From an optimization exercise on the open Yosys and OpenROAD flow, aimed at small area; shortcuts taken in it are not production practice.
Only simulation tests tie the RTL to the original design; equivalence was not proved.
Power figures rest on the tool's default switching activity, not on a simulated workload.

==> inputs of build 85 <==
Design host_terminal_top, start of the top module:
module host_terminal_top #(
   parameter int MEM_WORDS    = 64,
   parameter int CALIB_CYCLES = 16,
   parameter int RING         = 4
) (
   input  logic                 ifclk,
   input  logic                 rst,
   input  term_pkg::term_addr_t term_addr,
   input  term_pkg::reg_addr_t  reg_addr,
   input  logic [31:0]          len,
   input  logic                 read_mode,
   input  logic                 read_req,
   input  logic                 read,
   input  logic                 write_mode,
   input  logic                 write,
   input  term_pkg::reg_data_t  reg_datai,
   output term_pkg::reg_data_t  reg_datao,
   output logic                 read_rdy,
   output logic                 write_rdy,
   output term_pkg::reg_data_t  transfer_status
);
export LEC_CHECK = 0
export ABC_AREA = 1
export CAP_MARGIN = 20
export CORE_MARGIN = 2
export CORE_UTILIZATION = 60
export SLEW_MARGIN = 20
create_clock -name core_clock -period 8.0 [get_ports {ifclk}]
standard.sh (not shown) runs the stock make flow with config.mk's settings and CLKGATE_MAP_FILE= SYNTH_SCRIPT=/design/flow/synth_recipe.tcl, a recipe that flattens the netlist after the stock synthesis.
==> flow/flow/run.sh <==
#!/bin/bash
# The standard layout with three changes:
#  - synthesis is the standard flow's own script, but Yosys's abc maps the logic with an
#    area-oriented ABC script (flow/abc_area.script); the registers are
#    mapped before abc and are the standard synthesis's;
#  - a leaner clock tree (no dummy loads, clusters of up to 16 sinks);
#  - single-size port buffers.
set -euo pipefail
here=$(pwd)
export MY_ABC_SCRIPT="$here/flow/abc_area.script"
export BUFFER_PORTS_ARGS="-buffer_cell sky130_fd_sc_hd__buf_1"
export CTS_ARGS="-sink_clustering_enable -repair_clock_nets -dont_use_dummy_load -buf_list {sky130_fd_sc_hd__clkbuf_4 sky130_fd_sc_hd__clkbuf_8} -sink_clustering_size 16 -sink_clustering_max_diameter 50"
sed "s#SYNTH_SCRIPT=[^ ]*#SYNTH_SCRIPT=$here/flow/synth.tcl#" standard.sh > own_standard.sh
bash own_standard.sh > flow_make.log 2>&1
==> flow/flow/abc_area.script <==
strash
dch
amap -F 4 -A 8
topo
stime -c
==> flow/flow/synth.tcl <==
proc synth {args} { yosys synth -nofsm -noshare {*}$args }
proc abc {args} {
  if { [info exists ::env(MY_ABC_SCRIPT)] } {
    set i [lsearch -exact $args -script]
    if { $i >= 0 } {
      set args [lreplace $args [expr {$i + 1}] [expr {$i + 1}] $::env(MY_ABC_SCRIPT)]
    }
  }
  yosys abc {*}$args
}
source $::env(SCRIPTS_DIR)/synth.tcl
# left out here: clear keep_hierarchy, flatten, clean up, hide names made inside functions, write 1_2_yosys.v
==> trial 20 (differences from build 85) <==
--- a/flow/design.v
+++ b/flow/design.v
@@ -79,15 +79,14 @@
    input  logic                 write_mode,
    input  logic                 write,
    input  term_pkg::reg_addr_t  reg_addr,
    input  term_pkg::reg_data_t  reg_datai,
    input  logic                 cmd_full,
    input  logic                 rd_empty,
    input  term_pkg::mem_word_t  rd_word,
-   input  logic                 rd_flip,
    input  logic                 calib_done,
    output term_pkg::reg_data_t  reg_datao,
    output logic                 read_rdy,
    output logic                 write_rdy,
    output logic                 cmd_en,
    output logic                 cmd_rd,
    output logic                 wr_en,
@@ -143,15 +142,15 @@
    assign wq_addr   = addr_base;
    assign wq_data   = {reg_datai, wr_lo};
    assign cap_win   = ((state_cur == st_idle) & read_mode & read_req) |
                       (state == st_rd_issue) | (state == st_rd_wait);
    assign cap_addr  = addr_base;
    assign write_rdy = calib_done & ~cmd_full & ((state == st_idle) | (state == st_wr_low));
    assign read_rdy  = rdy_q;
-   assign reg_datao = (half_q ? rd_word[31:16] : rd_word[15:0]) ^ {16{rd_flip}};
+   assign reg_datao = half_q ? rd_word[31:16] : rd_word[15:0];
    always_ff @(posedge ifclk) begin
       if (rst) begin
          state        <= st_idle;
          write_mode_q <= 1'b0;
          read_mode_q  <= 1'b0;
          rdy_q        <= 1'b0;
       end else begin
@@ -250,36 +249,35 @@
    input  logic                 wq_load,
    input  logic [$clog2(MEM_WORDS)-1:0] wq_addr,
    input  term_pkg::mem_word_t  wq_data,
    input  logic                 cap_win,
    input  logic [$clog2(MEM_WORDS)-1:0] cap_addr,
    output logic                 cmd_full,
    output term_pkg::mem_word_t  rd_word,
-   output logic                 rd_flip,
    output logic                 rd_empty,
    output logic                 calib_done
 );
    localparam int WORD_AW = $clog2(MEM_WORDS);
    localparam int RING_W  = $clog2(RING);
    localparam int RINGS   = MEM_WORDS / RING;
    localparam int CAL_W   = $clog2(CALIB_CYCLES + 1);
    logic [CAL_W-1:0]   calib_cnt;
    logic               cmd_valid;
    logic               cmd_rd_q;
    logic               rd_pend;
-   logic [RING_W:0]    phase;
-   logic               lap;
-   term_pkg::mem_word_t wq_bus;
+   logic [RING_W-1:0]  phase;
    term_pkg::mem_word_t wq_word;
    logic [WORD_AW-1:0] wq_waddr;
    logic               wq_valid;
    logic               wq_cancel;
    logic               wq_fire;
    logic               cap;
    term_pkg::mem_word_t ring_in [RINGS];
+   term_pkg::mem_word_t ring_out [RINGS];
+   logic               cap_fwd;
    always_ff @(posedge ifclk) begin
       if (rst) begin
          calib_cnt  <= '0;
          calib_done <= 1'b0;
       end else if (!calib_done) begin
          if (calib_cnt == CAL_W'(CALIB_CYCLES - 1))
             calib_done <= 1'b1;
@@ -302,44 +300,42 @@
       else if (rd_en)
          rd_pend <= 1'b0;
    end
    assign cmd_full = ~calib_done | cmd_valid;
    assign rd_empty = ~rd_pend;
    always_ff @(posedge ifclk)
       phase <= phase + 1'b1;
-   assign lap = phase[RING_W];
    assign wq_cancel = rst & wr_en;
    assign wq_fire   = wq_valid & ~wq_cancel &
-                      (RING_W'(wq_waddr[RING_W-1:0] + phase[RING_W-1:0] + 1'b1) == '0);
+                      (RING_W'(wq_waddr[RING_W-1:0] + phase + 1'b1) == '0);
    always_ff @(posedge ifclk) begin
       if (wq_load) begin
          wq_word  <= wq_data;
          wq_waddr <= wq_addr;
          wq_valid <= 1'b1;
       end else if (wq_fire || wq_cancel) begin
          wq_valid <= 1'b0;
       end
    end
-   assign wq_bus = wq_word ^ {32{lap}};
    for (genvar g = 0; g < RINGS; g++) begin : ring
       term_pkg::mem_word_t slot [RING];
-      assign ring_in[g] = ~((wq_fire && wq_waddr[WORD_AW-1:RING_W] == (WORD_AW-RING_W)'(g)) ?
-                            wq_bus : slot[RING-1]);
+      assign ring_in[g] = (wq_fire && wq_waddr[WORD_AW-1:RING_W] == (WORD_AW-RING_W)'(g)) ?
+                          wq_word : slot[RING-1];
+      assign ring_out[g] = slot[RING-1];
       always_ff @(posedge ifclk) begin
          slot[0] <= ring_in[g];
          for (int k = 1; k < RING; k++)
             slot[k] <= slot[k-1];
       end
    end
-   assign cap = cap_win & (RING_W'(cap_addr[RING_W-1:0] + phase[RING_W-1:0] + 1'b1) == '0);
+   assign cap = cap_win & (RING_W'(cap_addr[RING_W-1:0] + phase + 1'b1) == '0);
+   assign cap_fwd = wq_valid & (wq_waddr == cap_addr);
    always_ff @(posedge ifclk) begin
-      if (cap) begin
-         rd_word <= ring_in[cap_addr[WORD_AW-1:RING_W]];
-         rd_flip <= ~lap;
-      end
+      if (cap)
+         rd_word <= cap_fwd ? wq_word : ring_out[cap_addr[WORD_AW-1:RING_W]];
    end
 endmodule
 `timescale 1ns/1ns
 module host_terminal_top #(
    parameter int MEM_WORDS    = 64,
    parameter int CALIB_CYCLES = 16,
    parameter int RING         = 4
@@ -378,15 +374,14 @@
    logic       wq_load;
    logic [WORD_AW-1:0]   wq_addr;
    term_pkg::mem_word_t  wq_data;
    logic       cap_win;
    logic [WORD_AW-1:0]   cap_addr;
    logic       cmd_full;
    term_pkg::mem_word_t  rd_word;
-   logic       rd_flip;
    logic       rd_empty;
    logic       calib_done;
    term_router term_router_i (
       .term_addr       (term_addr),
       .read_mode       (read_mode),
       .read_req        (read_req),
       .read            (read),
@@ -418,15 +413,14 @@
       .write_mode    (dram_write_mode),
       .write         (dram_write),
       .reg_addr      (reg_addr),
       .reg_datai     (reg_datai),
       .cmd_full      (cmd_full),
       .rd_empty      (rd_empty),
       .rd_word       (rd_word),
-      .rd_flip       (rd_flip),
       .calib_done    (calib_done),
       .reg_datao     (dram_datao),
       .read_rdy      (dram_read_rdy),
       .write_rdy     (dram_write_rdy),
       .cmd_en        (cmd_en),
       .cmd_rd        (cmd_rd),
       .wr_en         (wr_en),
@@ -461,12 +455,11 @@
       .wq_load       (wq_load),
       .wq_addr       (wq_addr),
       .wq_data       (wq_data),
       .cap_win       (cap_win),
       .cap_addr      (cap_addr),
       .cmd_full      (cmd_full),
       .rd_word       (rd_word),
-      .rd_flip       (rd_flip),
       .rd_empty      (rd_empty),
       .calib_done    (calib_done)
    );
 endmodule
==> flow/run.sh (new file) <==
#!/bin/bash
# synth_recipe.tcl (not shown) runs the flow's synth.tcl, then flattens the netlist and writes it again
# the make line also repeats each setting of config.mk as NAME=value (left out here)
make -C /OpenROAD-flow-scripts/flow DESIGN_CONFIG=/design/flow/config.mk WORK_HOME=/design/flow/orfs CLKGATE_MAP_FILE= SYNTH_SCRIPT=/design/flow/synth_recipe.tcl finish
- CORE_UTILIZATION: 60 -> 40
- CTS_BUF_LIST: default -> sky130_fd_sc_hd__clkbuf_4
- CTS_CLUSTER_SIZE: default -> 20
removed: flow/flow/run.sh
removed: flow/flow/abc_area.script
removed: flow/flow/synth.tcl
removed: flow/standard.sh
==> build 24 (differences from build 85) <==
--- a/flow/design.v
+++ b/flow/design.v
@@ -79,15 +79,14 @@
    input  logic                 write_mode,
    input  logic                 write,
    input  term_pkg::reg_addr_t  reg_addr,
    input  term_pkg::reg_data_t  reg_datai,
    input  logic                 cmd_full,
    input  logic                 rd_empty,
    input  term_pkg::mem_word_t  rd_word,
-   input  logic                 rd_flip,
    input  logic                 calib_done,
    output term_pkg::reg_data_t  reg_datao,
    output logic                 read_rdy,
    output logic                 write_rdy,
    output logic                 cmd_en,
    output logic                 cmd_rd,
    output logic                 wr_en,
@@ -143,15 +142,15 @@
    assign wq_addr   = addr_base;
    assign wq_data   = {reg_datai, wr_lo};
    assign cap_win   = ((state_cur == st_idle) & read_mode & read_req) |
                       (state == st_rd_issue) | (state == st_rd_wait);
    assign cap_addr  = addr_base;
    assign write_rdy = calib_done & ~cmd_full & ((state == st_idle) | (state == st_wr_low));
    assign read_rdy  = rdy_q;
-   assign reg_datao = (half_q ? rd_word[31:16] : rd_word[15:0]) ^ {16{rd_flip}};
+   assign reg_datao = half_q ? rd_word[31:16] : rd_word[15:0];
    always_ff @(posedge ifclk) begin
       if (rst) begin
          state        <= st_idle;
          write_mode_q <= 1'b0;
          read_mode_q  <= 1'b0;
          rdy_q        <= 1'b0;
       end else begin
@@ -250,36 +249,35 @@
    input  logic                 wq_load,
    input  logic [$clog2(MEM_WORDS)-1:0] wq_addr,
    input  term_pkg::mem_word_t  wq_data,
    input  logic                 cap_win,
    input  logic [$clog2(MEM_WORDS)-1:0] cap_addr,
    output logic                 cmd_full,
    output term_pkg::mem_word_t  rd_word,
-   output logic                 rd_flip,
    output logic                 rd_empty,
    output logic                 calib_done
 );
    localparam int WORD_AW = $clog2(MEM_WORDS);
    localparam int RING_W  = $clog2(RING);
    localparam int RINGS   = MEM_WORDS / RING;
    localparam int CAL_W   = $clog2(CALIB_CYCLES + 1);
    logic [CAL_W-1:0]   calib_cnt;
    logic               cmd_valid;
    logic               cmd_rd_q;
    logic               rd_pend;
-   logic [RING_W:0]    phase;
-   logic               lap;
-   term_pkg::mem_word_t wq_bus;
+   logic [RING_W-1:0]  phase;
    term_pkg::mem_word_t wq_word;
    logic [WORD_AW-1:0] wq_waddr;
    logic               wq_valid;
    logic               wq_cancel;
    logic               wq_fire;
    logic               cap;
    term_pkg::mem_word_t ring_in [RINGS];
+   term_pkg::mem_word_t ring_out [RINGS];
+   logic               cap_fwd;
    always_ff @(posedge ifclk) begin
       if (rst) begin
          calib_cnt  <= '0;
          calib_done <= 1'b0;
       end else if (!calib_done) begin
          if (calib_cnt == CAL_W'(CALIB_CYCLES - 1))
             calib_done <= 1'b1;
@@ -302,44 +300,42 @@
       else if (rd_en)
          rd_pend <= 1'b0;
    end
    assign cmd_full = ~calib_done | cmd_valid;
    assign rd_empty = ~rd_pend;
    always_ff @(posedge ifclk)
       phase <= phase + 1'b1;
-   assign lap = phase[RING_W];
    assign wq_cancel = rst & wr_en;
    assign wq_fire   = wq_valid & ~wq_cancel &
-                      (RING_W'(wq_waddr[RING_W-1:0] + phase[RING_W-1:0] + 1'b1) == '0);
+                      (RING_W'(wq_waddr[RING_W-1:0] + phase + 1'b1) == '0);
    always_ff @(posedge ifclk) begin
       if (wq_load) begin
          wq_word  <= wq_data;
          wq_waddr <= wq_addr;
          wq_valid <= 1'b1;
       end else if (wq_fire || wq_cancel) begin
          wq_valid <= 1'b0;
       end
    end
-   assign wq_bus = wq_word ^ {32{lap}};
    for (genvar g = 0; g < RINGS; g++) begin : ring
       term_pkg::mem_word_t slot [RING];
-      assign ring_in[g] = ~((wq_fire && wq_waddr[WORD_AW-1:RING_W] == (WORD_AW-RING_W)'(g)) ?
-                            wq_bus : slot[RING-1]);
+      assign ring_in[g] = (wq_fire && wq_waddr[WORD_AW-1:RING_W] == (WORD_AW-RING_W)'(g)) ?
+                          wq_word : slot[RING-1];
+      assign ring_out[g] = slot[RING-1];
       always_ff @(posedge ifclk) begin
          slot[0] <= ring_in[g];
          for (int k = 1; k < RING; k++)
             slot[k] <= slot[k-1];
       end
    end
-   assign cap = cap_win & (RING_W'(cap_addr[RING_W-1:0] + phase[RING_W-1:0] + 1'b1) == '0);
+   assign cap = cap_win & (RING_W'(cap_addr[RING_W-1:0] + phase + 1'b1) == '0);
+   assign cap_fwd = wq_valid & (wq_waddr == cap_addr);
    always_ff @(posedge ifclk) begin
-      if (cap) begin
-         rd_word <= ring_in[cap_addr[WORD_AW-1:RING_W]];
-         rd_flip <= ~lap;
-      end
+      if (cap)
+         rd_word <= cap_fwd ? wq_word : ring_out[cap_addr[WORD_AW-1:RING_W]];
    end
 endmodule
 `timescale 1ns/1ns
 module host_terminal_top #(
    parameter int MEM_WORDS    = 64,
    parameter int CALIB_CYCLES = 16,
    parameter int RING         = 4
@@ -378,15 +374,14 @@
    logic       wq_load;
    logic [WORD_AW-1:0]   wq_addr;
    term_pkg::mem_word_t  wq_data;
    logic       cap_win;
    logic [WORD_AW-1:0]   cap_addr;
    logic       cmd_full;
    term_pkg::mem_word_t  rd_word;
-   logic       rd_flip;
    logic       rd_empty;
    logic       calib_done;
    term_router term_router_i (
       .term_addr       (term_addr),
       .read_mode       (read_mode),
       .read_req        (read_req),
       .read            (read),
@@ -418,15 +413,14 @@
       .write_mode    (dram_write_mode),
       .write         (dram_write),
       .reg_addr      (reg_addr),
       .reg_datai     (reg_datai),
       .cmd_full      (cmd_full),
       .rd_empty      (rd_empty),
       .rd_word       (rd_word),
-      .rd_flip       (rd_flip),
       .calib_done    (calib_done),
       .reg_datao     (dram_datao),
       .read_rdy      (dram_read_rdy),
       .write_rdy     (dram_write_rdy),
       .cmd_en        (cmd_en),
       .cmd_rd        (cmd_rd),
       .wr_en         (wr_en),
@@ -461,12 +455,11 @@
       .wq_load       (wq_load),
       .wq_addr       (wq_addr),
       .wq_data       (wq_data),
       .cap_win       (cap_win),
       .cap_addr      (cap_addr),
       .cmd_full      (cmd_full),
       .rd_word       (rd_word),
-      .rd_flip       (rd_flip),
       .rd_empty      (rd_empty),
       .calib_done    (calib_done)
    );
 endmodule
==> flow/flow/run.sh (replaced) <==
#!/bin/bash
# Standard layout with a leaner clock tree (no dummy loads, larger sink
# clusters) and single-size port buffers. Synthesis is the standard flow's own.
set -euo pipefail
export BUFFER_PORTS_ARGS="-buffer_cell sky130_fd_sc_hd__buf_1"
export CTS_ARGS="-sink_clustering_enable -repair_clock_nets -dont_use_dummy_load -buf_list {sky130_fd_sc_hd__clkbuf_4 sky130_fd_sc_hd__clkbuf_8} -sink_clustering_size 16 -sink_clustering_max_diameter 50"
bash standard.sh > flow_make.log 2>&1
- GPL_ROUTABILITY_DRIVEN: default -> 0
- GPL_TIMING_DRIVEN: default -> 0
removed: flow/flow/abc_area.script
removed: flow/flow/synth.tcl
==> out/metrics.yaml <==
yosys:
  synthTopCellsByArea: "dfxtp_1 73%, nand2_1 8.4%, o21ai_0 4.8%"
  synth_compound_area_share_pct: 5.48
pwr:
  power.switching_uw: 3180
  powerComb_uw: 58.6
run_status:
  status: "complete, no violations"
drt:
  drtIter0Drc: 3123
  highest_layer: "met5"
floorplanning:
  row_count: 113
finish:
  final_core_utilization_pct: 65.1
[end of results for build 24]
==> out/metrics.yaml <==
run_status:
  status: "complete, no violations"
clock_network:
  path_clk_slew_ns: 0.10
finish:
  final_core_utilization_pct: 66.5
pwr:
  powerComb_uw: 40.4
global_routing:
  grt_max_degree: 66
yosys:
  synth_compound_area_share_pct: 12.1
  synth_top_family_by_area: "compound AO/OA/AOI/OAI gates"
drt:
  highest_layer: "met4"
  drt-total-wl_um: 126000
setup_path:
  slowest_delay_ns: 0.72
floorplanning:
  initial_core_util_pct: 60.8
  row_count: 108
sta:
  fin_tns_setup_ns: 0
[end of results for build 85]
==> out/metrics.yaml <==
pwr:
  peakVddDrop_mv: 0.161
  p_sw_share_pct: 20.6
  power.switching_uw: 4010
drt:
  drtIter0Drc: 2576
  highest_layer: "met4"
floorplanning:
  taps: 1903
  row_count: 139
yosys:
  synth_compound_area_share_pct: 5.48
  synthTopCellsByArea: "dfxtp_1 73%, nand2_1 8.4%, o21ai_0 4.8%"
  synth_fa_ha_area_share_pct: 0.109
clock_network:
  cts.sinks: 2191
finish:
  final_core_utilization_pct: 46.4
  final_area_um2: 66400
run_status:
  status: "complete, no violations"
[end of results for trial 20]

static timing again, ports no longer ideal:
The results above use ideal ports. As a check the final layouts listed here were re-extracted and re-timed, cells and wires unchanged. Step 1 assumes that a clkbuf_16 drives the clock port and a buf_2 every other input. Step 2 times the ports against the registers' clock, not the clock port: input delays grow and output delays shrink by t, the midpoint of the rising clock arrivals with the driver on. a / b / c = ideal ports / drivers / drivers and shift; a / b = the first two.
| run | t (ns) | setup slack, ns | worst hold slack (ns) | worst slew at a driven data input, ns |
|---|---|---|---|---|
| build 85 | 0.891 | 2.121 / 2.098 / 1.528 | 0.272 / 0.272 / 0.272 | 0.09 |
| trial 20 | 1.304 | 1.145 / 1.121 / 1.121 | 0.244 / 0.244 / 0.244 | 0.05 |
| build 24 | 0.908 | 2.245 / 2.225 / 2.225 | 0.285 / 0.285 / 0.285 | 0.11 |
After both steps every run listed still meets setup and hold. For build 85, which loses most, drivers alone change the setup slack by -0.023 ns; drivers and shift together by -0.593 ns.
